Source: an optimization exercise on an open RTL-to-GDS flow (aim: small area). Production flows keep margins and buffers that such runs may drop.
RTL that was checked went through simulation tests only; none was proved equivalent to the original.
Power is estimated from default activity; no workload was simulated. The flow treats the clock pin as an ideal source, which a real chip does not have.

==> wip/fjord <==
==> flow/design.v (excerpt) <==
module jt51_pg_slot_ctrl #(
    parameter int PG_RST_ROUNDS = 1
) (
    input  logic       clk,
    input  logic       rst_n,
    input  logic       cen,
    input  logic       wr_valid,
    output logic       wr_ready,
    input  logic [4:0] wr_slot,
    input  logic [2:0] wr_field,
    input  logic [6:0] wr_data,
    input  logic       keyon_req,
    input  logic [4:0] keyon_slot,
    output logic       zero,
    output logic [4:0] slot_I,
    output logic [6:0] kc_I,
    output logic [5:0] kf_I,
    output logic [1:0] dt2_I,
    output logic [2:0] pms_I,
    output logic [2:0] dt1_II,
    output logic [3:0] mul_VI,
    output logic       pg_rst_III
);
    localparam int W = KC_W + KF_W + DT1_W + MUL_W + DT2_W + PMS_W;
    logic              started_r;
    logic [4:0]        cnt_s;
    logic [KC_W-1:0]   kc_r    [0:SLOT_N-1];
    logic [KF_W-1:0]   kf_r    [0:SLOT_N-1];
    logic [DT1_W-1:0]  dt1_r   [0:SLOT_N-1];
    logic [MUL_W-1:0]  mul_r   [0:SLOT_N-1];
    logic [DT2_W-1:0]  dt2_r   [0:SLOT_N-1];
    logic [PMS_W-1:0]  pms_r   [0:SLOT_N-1];
    logic [SLOT_N/2-1:0] vld_r;
    logic [SLOT_N-1:0] pendq_r;
    logic              pg_rst_I_r;
    logic              wr_en_s;
    logic [SLOT_N-1:0] rdec_s;
    logic [SLOT_N-1:0] rsel_s;
    logic [W-1:0]      rword_s;
    logic [DT1_W-1:0]  dt1_I_s;
    logic [MUL_W-1:0]  mul_I_s;
    logic [4:0]        fsel_s;
    logic              pend_rd_s;
    logic              ko_hit_s;
    assign cnt_s    = slot_I + {4'd0, started_r};
    assign zero     = started_r & (slot_I == 5'd0);
    assign wr_ready = rst_n & cen & (wr_slot != cnt_s);
    assign wr_en_s  = wr_valid & wr_ready;
    always_comb begin
        for (int f = 0; f < 5; f++) fsel_s[f] = (wr_field == 3'(f));
    end
    logic [6:0] wd_s [0:1][0:4];
    always_comb begin
        for (int p = 0; p < 2; p++)
  ...
==> module jt51_pg_slot_ctrl, before the edit <==
module jt51_pg_slot_ctrl #(
    parameter int PG_RST_ROUNDS = 1
) (
    input  logic       clk,
    input  logic       rst_n,
    input  logic       cen,
    input  logic       wr_valid,
    output logic       wr_ready,
    input  logic [4:0] wr_slot,
    input  logic [2:0] wr_field,
    input  logic [6:0] wr_data,
    input  logic       keyon_req,
    input  logic [4:0] keyon_slot,
    output logic       zero,
    output logic [4:0] slot_I,
    output logic [6:0] kc_I,
    output logic [5:0] kf_I,
    output logic [1:0] dt2_I,
    output logic [2:0] pms_I,
    output logic [2:0] dt1_II,
    output logic [3:0] mul_VI,
    output logic       pg_rst_III
);
    localparam int W = KC_W + KF_W + DT1_W + MUL_W + DT2_W + PMS_W;
    logic              started_r;
    logic [4:0]        cnt_s;
    logic [KC_W-1:0]   kc_r    [0:SLOT_N-1];
    logic [KF_W-1:0]   kf_r    [0:SLOT_N-1];
    logic [DT1_W-1:0]  dt1_r   [0:SLOT_N-1];
    logic [MUL_W-1:0]  mul_r   [0:SLOT_N-1];
    logic [DT2_W-1:0]  dt2_r   [0:SLOT_N-1];
    logic [PMS_W-1:0]  pms_r   [0:SLOT_N-1];
    logic [SLOT_N/2-1:0] vld_r;
    logic [SLOT_N-1:0] pendq_r;
    logic              pg_rst_I_r;
    logic              wr_en_s;
    logic [SLOT_N-1:0] rdec_s;
    logic [SLOT_N-1:0] rsel_s;
    logic [W-1:0]      rword_s;
    logic [DT1_W-1:0]  dt1_I_s;
    logic [MUL_W-1:0]  mul_I_s;
    logic [4:0]        fsel_s;
    logic              pend_rd_s;
    logic              ko_hit_s;
    assign cnt_s    = slot_I + {4'd0, started_r};
    assign zero     = started_r & (slot_I == 5'd0);
    assign wr_ready = rst_n & cen & (wr_slot != cnt_s);
    assign wr_en_s  = wr_valid & wr_ready;
    always_comb begin
        for (int f = 0; f < 5; f++) fsel_s[f] = (wr_field == 3'(f));
    end
    logic [6:0] wd_s [0:1][0:4];
    always_comb begin
        for (int p = 0; p < 2; p++)
            for (int f = 0; f < 5; f++)
                wd_s[p][f] = wr_data & {7{fsel_s[f] & (wr_slot[0] == 1'(p))}};
    end
    always_ff @(posedge clk) begin
        for (int i = 0; i < SLOT_N; i++) begin
            if (wr_en_s && wr_slot[4:1] == 4'(i / 2)) begin
                if ((fsel_s[0] && wr_slot[0] == 1'(i % 2)) || !vld_r[i / 2]) kc_r[i]  <= wd_s[i % 2][0][6:0];
                if ((fsel_s[1] && wr_slot[0] == 1'(i % 2)) || !vld_r[i / 2]) kf_r[i]  <= wd_s[i % 2][1][5:0];
                if ((fsel_s[2] && wr_slot[0] == 1'(i % 2)) || !vld_r[i / 2]) dt1_r[i] <= wd_s[i % 2][2][6:4];
                if ((fsel_s[2] && wr_slot[0] == 1'(i % 2)) || !vld_r[i / 2]) mul_r[i] <= wd_s[i % 2][2][3:0];
                if ((fsel_s[3] && wr_slot[0] == 1'(i % 2)) || !vld_r[i / 2]) dt2_r[i] <= wd_s[i % 2][3][1:0];
                if ((fsel_s[4] && wr_slot[0] == 1'(i % 2)) || !vld_r[i / 2]) pms_r[i] <= wd_s[i % 2][4][2:0];
            end
        end
    end
    always_ff @(posedge clk or negedge rst_n) begin
        if (!rst_n) vld_r <= '0;
        else if (wr_en_s) vld_r[wr_slot[4:1]] <= 1'b1;
    end
    always_comb begin
        for (int i = 0; i < SLOT_N; i++) begin
            rdec_s[i] = (slot_I == 5'(i));
            rsel_s[i] = rdec_s[i] & vld_r[i / 2];
        end
    end
    logic [SLOT_N*W-1:0] words_s;
    for (genvar i = 0; i < SLOT_N; i++) begin : g_word
        assign words_s[i*W +: W] = {kc_r[i], kf_r[i], dt1_r[i], mul_r[i], dt2_r[i], pms_r[i]};
    end
    for (genvar b = 0; b < W; b++) begin : g_rd
        logic [SLOT_N-1:0] col;
        for (genvar i = 0; i < SLOT_N; i++) begin : g_col
            assign col[i] = words_s[i*W + b];
        end
        jt51_rd32 u_rd (.sel(rsel_s), .d(col), .q(rword_s[b]));
    end
    assign {kc_I, kf_I, dt1_I_s, mul_I_s, dt2_I, pms_I} = rword_s;
    always_ff @(posedge clk or negedge rst_n) begin
        if (!rst_n) begin
            started_r <= 1'b0;
            slot_I    <= 5'd0;
        end else if (cen) begin
            started_r <= 1'b1;
            slot_I    <= cnt_s;
        end
    end
    jt51_rd32 u_pend_rd (.sel(rdec_s), .d(pendq_r), .q(pend_rd_s));
    assign ko_hit_s = keyon_req && (keyon_slot == cnt_s);
    always_ff @(posedge clk or negedge rst_n) begin
        if (!rst_n) begin
            pendq_r    <= '0;
            pg_rst_I_r <= 1'b0;
        end else if (cen) begin
            pg_rst_I_r <= ko_hit_s || pend_rd_s;
            for (int i = 0; i < SLOT_N; i++) begin
                if (keyon_req && !ko_hit_s && keyon_slot == 5'(i + 1)) pendq_r[i] <= 1'b1;
                else if (rdec_s[i]) pendq_r[i] <= 1'b0;
            end
        end
    end
    jt51_sh #(.width(DT1_W), .stages(1)) u_dt1_sh (
        .clk(clk), .rst_n(rst_n), .cen(cen), .din(dt1_I_s), .drop(dt1_II)
    );
    jt51_sh #(.width(1), .stages(STG_III)) u_pgrst_sh (
        .clk(clk), .rst_n(rst_n), .cen(cen), .din(pg_rst_I_r), .drop(pg_rst_III)
    );
    jt51_sh #(.width(MUL_W), .stages(STG_VI)) u_mul_sh (
        .clk(clk), .rst_n(rst_n), .cen(cen), .din(mul_I_s), .drop(mul_VI)
    );
endmodule
==> flow/config.mk <==
export PLATFORM = sky130hd
export DESIGN_NAME = jt51_pg_slot_ctrl
export DESIGN_NICKNAME = jt51_pg_slot_ctrl
export VERILOG_FILES = /design/flow/design.v
export SDC_FILE = /design/flow/constraint.sdc
export NUM_CORES = 4
export LEC_CHECK = 0
export CAP_MARGIN = 10
export CORE_MARGIN = 2
export CORE_UTILIZATION = 75
export GPL_TIMING_DRIVEN = 0
export SETUP_SLACK_MARGIN = 0.1
export SLEW_MARGIN = 10
export SYNTH_HIERARCHICAL = 1
export SYNTH_MINIMUM_KEEP_SIZE = 0
==> flow/constraint.sdc <==
create_clock -name core_clock -period 5.0 [get_ports {clk}]
set_input_delay 1.0000 -clock core_clock [delete_from_list [all_inputs] [get_ports {clk}]]
set_output_delay 1.0000 -clock core_clock [all_outputs]
set_load 0.01 [all_outputs]
standard.sh (not shown) runs the stock make flow with config.mk's settings and CLKGATE_MAP_FILE= SYNTH_SCRIPT=/design/flow/synth_recipe.tcl, a recipe that flattens the netlist after the stock synthesis.
==> flow/flow/run.sh <==
#!/bin/bash
# Standard ORFS layout with these changes: the synthesized netlist's combinational cells are
# set to their family's smallest drive strength before floorplanning (the placement and
# timing repairs then size up what needs it), ports are buffered with buf_1 cells, and clock
# tree synthesis runs without dummy loads. Each tool's output goes to the ORFS logs and to
# synth.log / standard.log here.
set -e
export BUFFER_PORTS_ARGS="-buffer_cell sky130_fd_sc_hd__buf_1"
export CTS_ARGS="-sink_clustering_enable -repair_clock_nets -dont_use_dummy_load -sink_clustering_size 30 -sink_clustering_max_diameter 110"
bash standard.sh synth > synth.log 2>&1
R=orfs/results/sky130hd/jt51_pg_slot_ctrl/base
cp $R/1_2_yosys.v yosys_before_downsize.v
sed -i -f flow/downsize.sed $R/1_2_yosys.v
rm -f $R/1_synth.odb $R/1_synth.sdc
bash standard.sh > standard.log 2>&1
Other scripts of this flow, unchanged in this note and not shown: flow/flow/downsize.sed
==> wip/nickel (differences from wip/fjord) <==
--- a/flow/design.v
+++ b/flow/design.v
@@ -121,6 +121,6 @@
     logic [PMS_W-1:0]  pms_r   [0:SLOT_N-1];
     logic [SLOT_N/2-1:0] vld_r;
-    logic [SLOT_N-1:0] pendq_r;
-    logic              pg_rst_I_r;
+    logic [SLOT_N-1:0] pend_r;
+    logic              pg_rst_II_r;
     logic              wr_en_s;
     logic [SLOT_N-1:0] rdec_s;
@@ -131,5 +131,4 @@
     logic [4:0]        fsel_s;
     logic              pend_rd_s;
-    logic              ko_hit_s;
     assign cnt_s    = slot_I + {4'd0, started_r};
     assign zero     = started_r & (slot_I == 5'd0);
@@ -188,15 +187,14 @@
         end
     end
-    jt51_rd32 u_pend_rd (.sel(rdec_s), .d(pendq_r), .q(pend_rd_s));
-    assign ko_hit_s = keyon_req && (keyon_slot == cnt_s);
+    jt51_rd32 u_pend_rd (.sel(rdec_s), .d(pend_r), .q(pend_rd_s));
     always_ff @(posedge clk or negedge rst_n) begin
         if (!rst_n) begin
-            pendq_r    <= '0;
-            pg_rst_I_r <= 1'b0;
+            pend_r      <= '0;
+            pg_rst_II_r <= 1'b0;
         end else if (cen) begin
-            pg_rst_I_r <= ko_hit_s || pend_rd_s;
+            pg_rst_II_r <= pend_rd_s;
             for (int i = 0; i < SLOT_N; i++) begin
-                if (keyon_req && !ko_hit_s && keyon_slot == 5'(i + 1)) pendq_r[i] <= 1'b1;
-                else if (rdec_s[i]) pendq_r[i] <= 1'b0;
+                if (keyon_req && keyon_slot == 5'(i)) pend_r[i] <= 1'b1;
+                else if (rdec_s[i]) pend_r[i] <= 1'b0;
             end
         end
@@ -205,6 +203,6 @@
         .clk(clk), .rst_n(rst_n), .cen(cen), .din(dt1_I_s), .drop(dt1_II)
     );
-    jt51_sh #(.width(1), .stages(STG_III)) u_pgrst_sh (
-        .clk(clk), .rst_n(rst_n), .cen(cen), .din(pg_rst_I_r), .drop(pg_rst_III)
+    jt51_sh #(.width(1), .stages(STG_III - 1)) u_pgrst_sh (
+        .clk(clk), .rst_n(rst_n), .cen(cen), .din(pg_rst_II_r), .drop(pg_rst_III)
     );
     jt51_sh #(.width(MUL_W), .stages(STG_VI)) u_mul_sh (
- CORE_UTILIZATION: 75 -> 70
==> reports/qor.txt <==
status -> no timing/DRC/antenna violations
crit share post-route -> 97.0%
Vias -> 21,100
crit path DAT -> 3.85 ns
IO Port Bufs -> 54
highest metal used -> met4
Non-CTS buffers -> 185
fill count -> 2,677
-- figures above: wip/nickel

==> reports/qor.txt <==
IO Port Bufs -> 55
reg2reg setup slack -> 0.76 ns
Non-CTS buffers -> 156
crit share post-route -> 97.8%
final hold vios -> 0
nets -> 2,011
power of the combinational group -> 2.36 mW
M1 WL -> 30,800 um
highest metal used -> met5
kind of critical path -> register to output port
placed insts -> 2,525
Global Route met1 Usage -> 58.0%
status -> no timing/DRC/antenna violations
-- figures above: wip/fjord

For wip/nickel, only the layout was checked, not whether the RTL still works.

-- re-timing with driven ports --
Ports are ideal in the flow. The routed layouts listed here were re-timed in OpenROAD. Step 1 sets driving cells, clkbuf_16 on the clock port and buf_2 on the other inputs (assumed; they add their load-dependent delay and slew). Step 2 adds t to the input delays and takes it off the output delays; t is the mean of the earliest and latest rising clock arrival at the registers after step 1. Input paths then give back, and output paths get back, about the clock's delay inside the block. Three values: ideal, step 1, step 2; two values: the first two.
run	t, ns	slack for setup (ns)	worst setup path at the end
wip/fjord	0.647	0.108 / 0.045 / -0.042	input to register
wip/nickel	0.645	0.151 / 0.089 / -0.198	input to register
With both steps, setup timing fails in wip/fjord and wip/nickel, where it was met with ideal ports. The setup slack of wip/nickel, which loses most, moves by -0.062 ns with the drivers and by -0.349 ns with both steps.
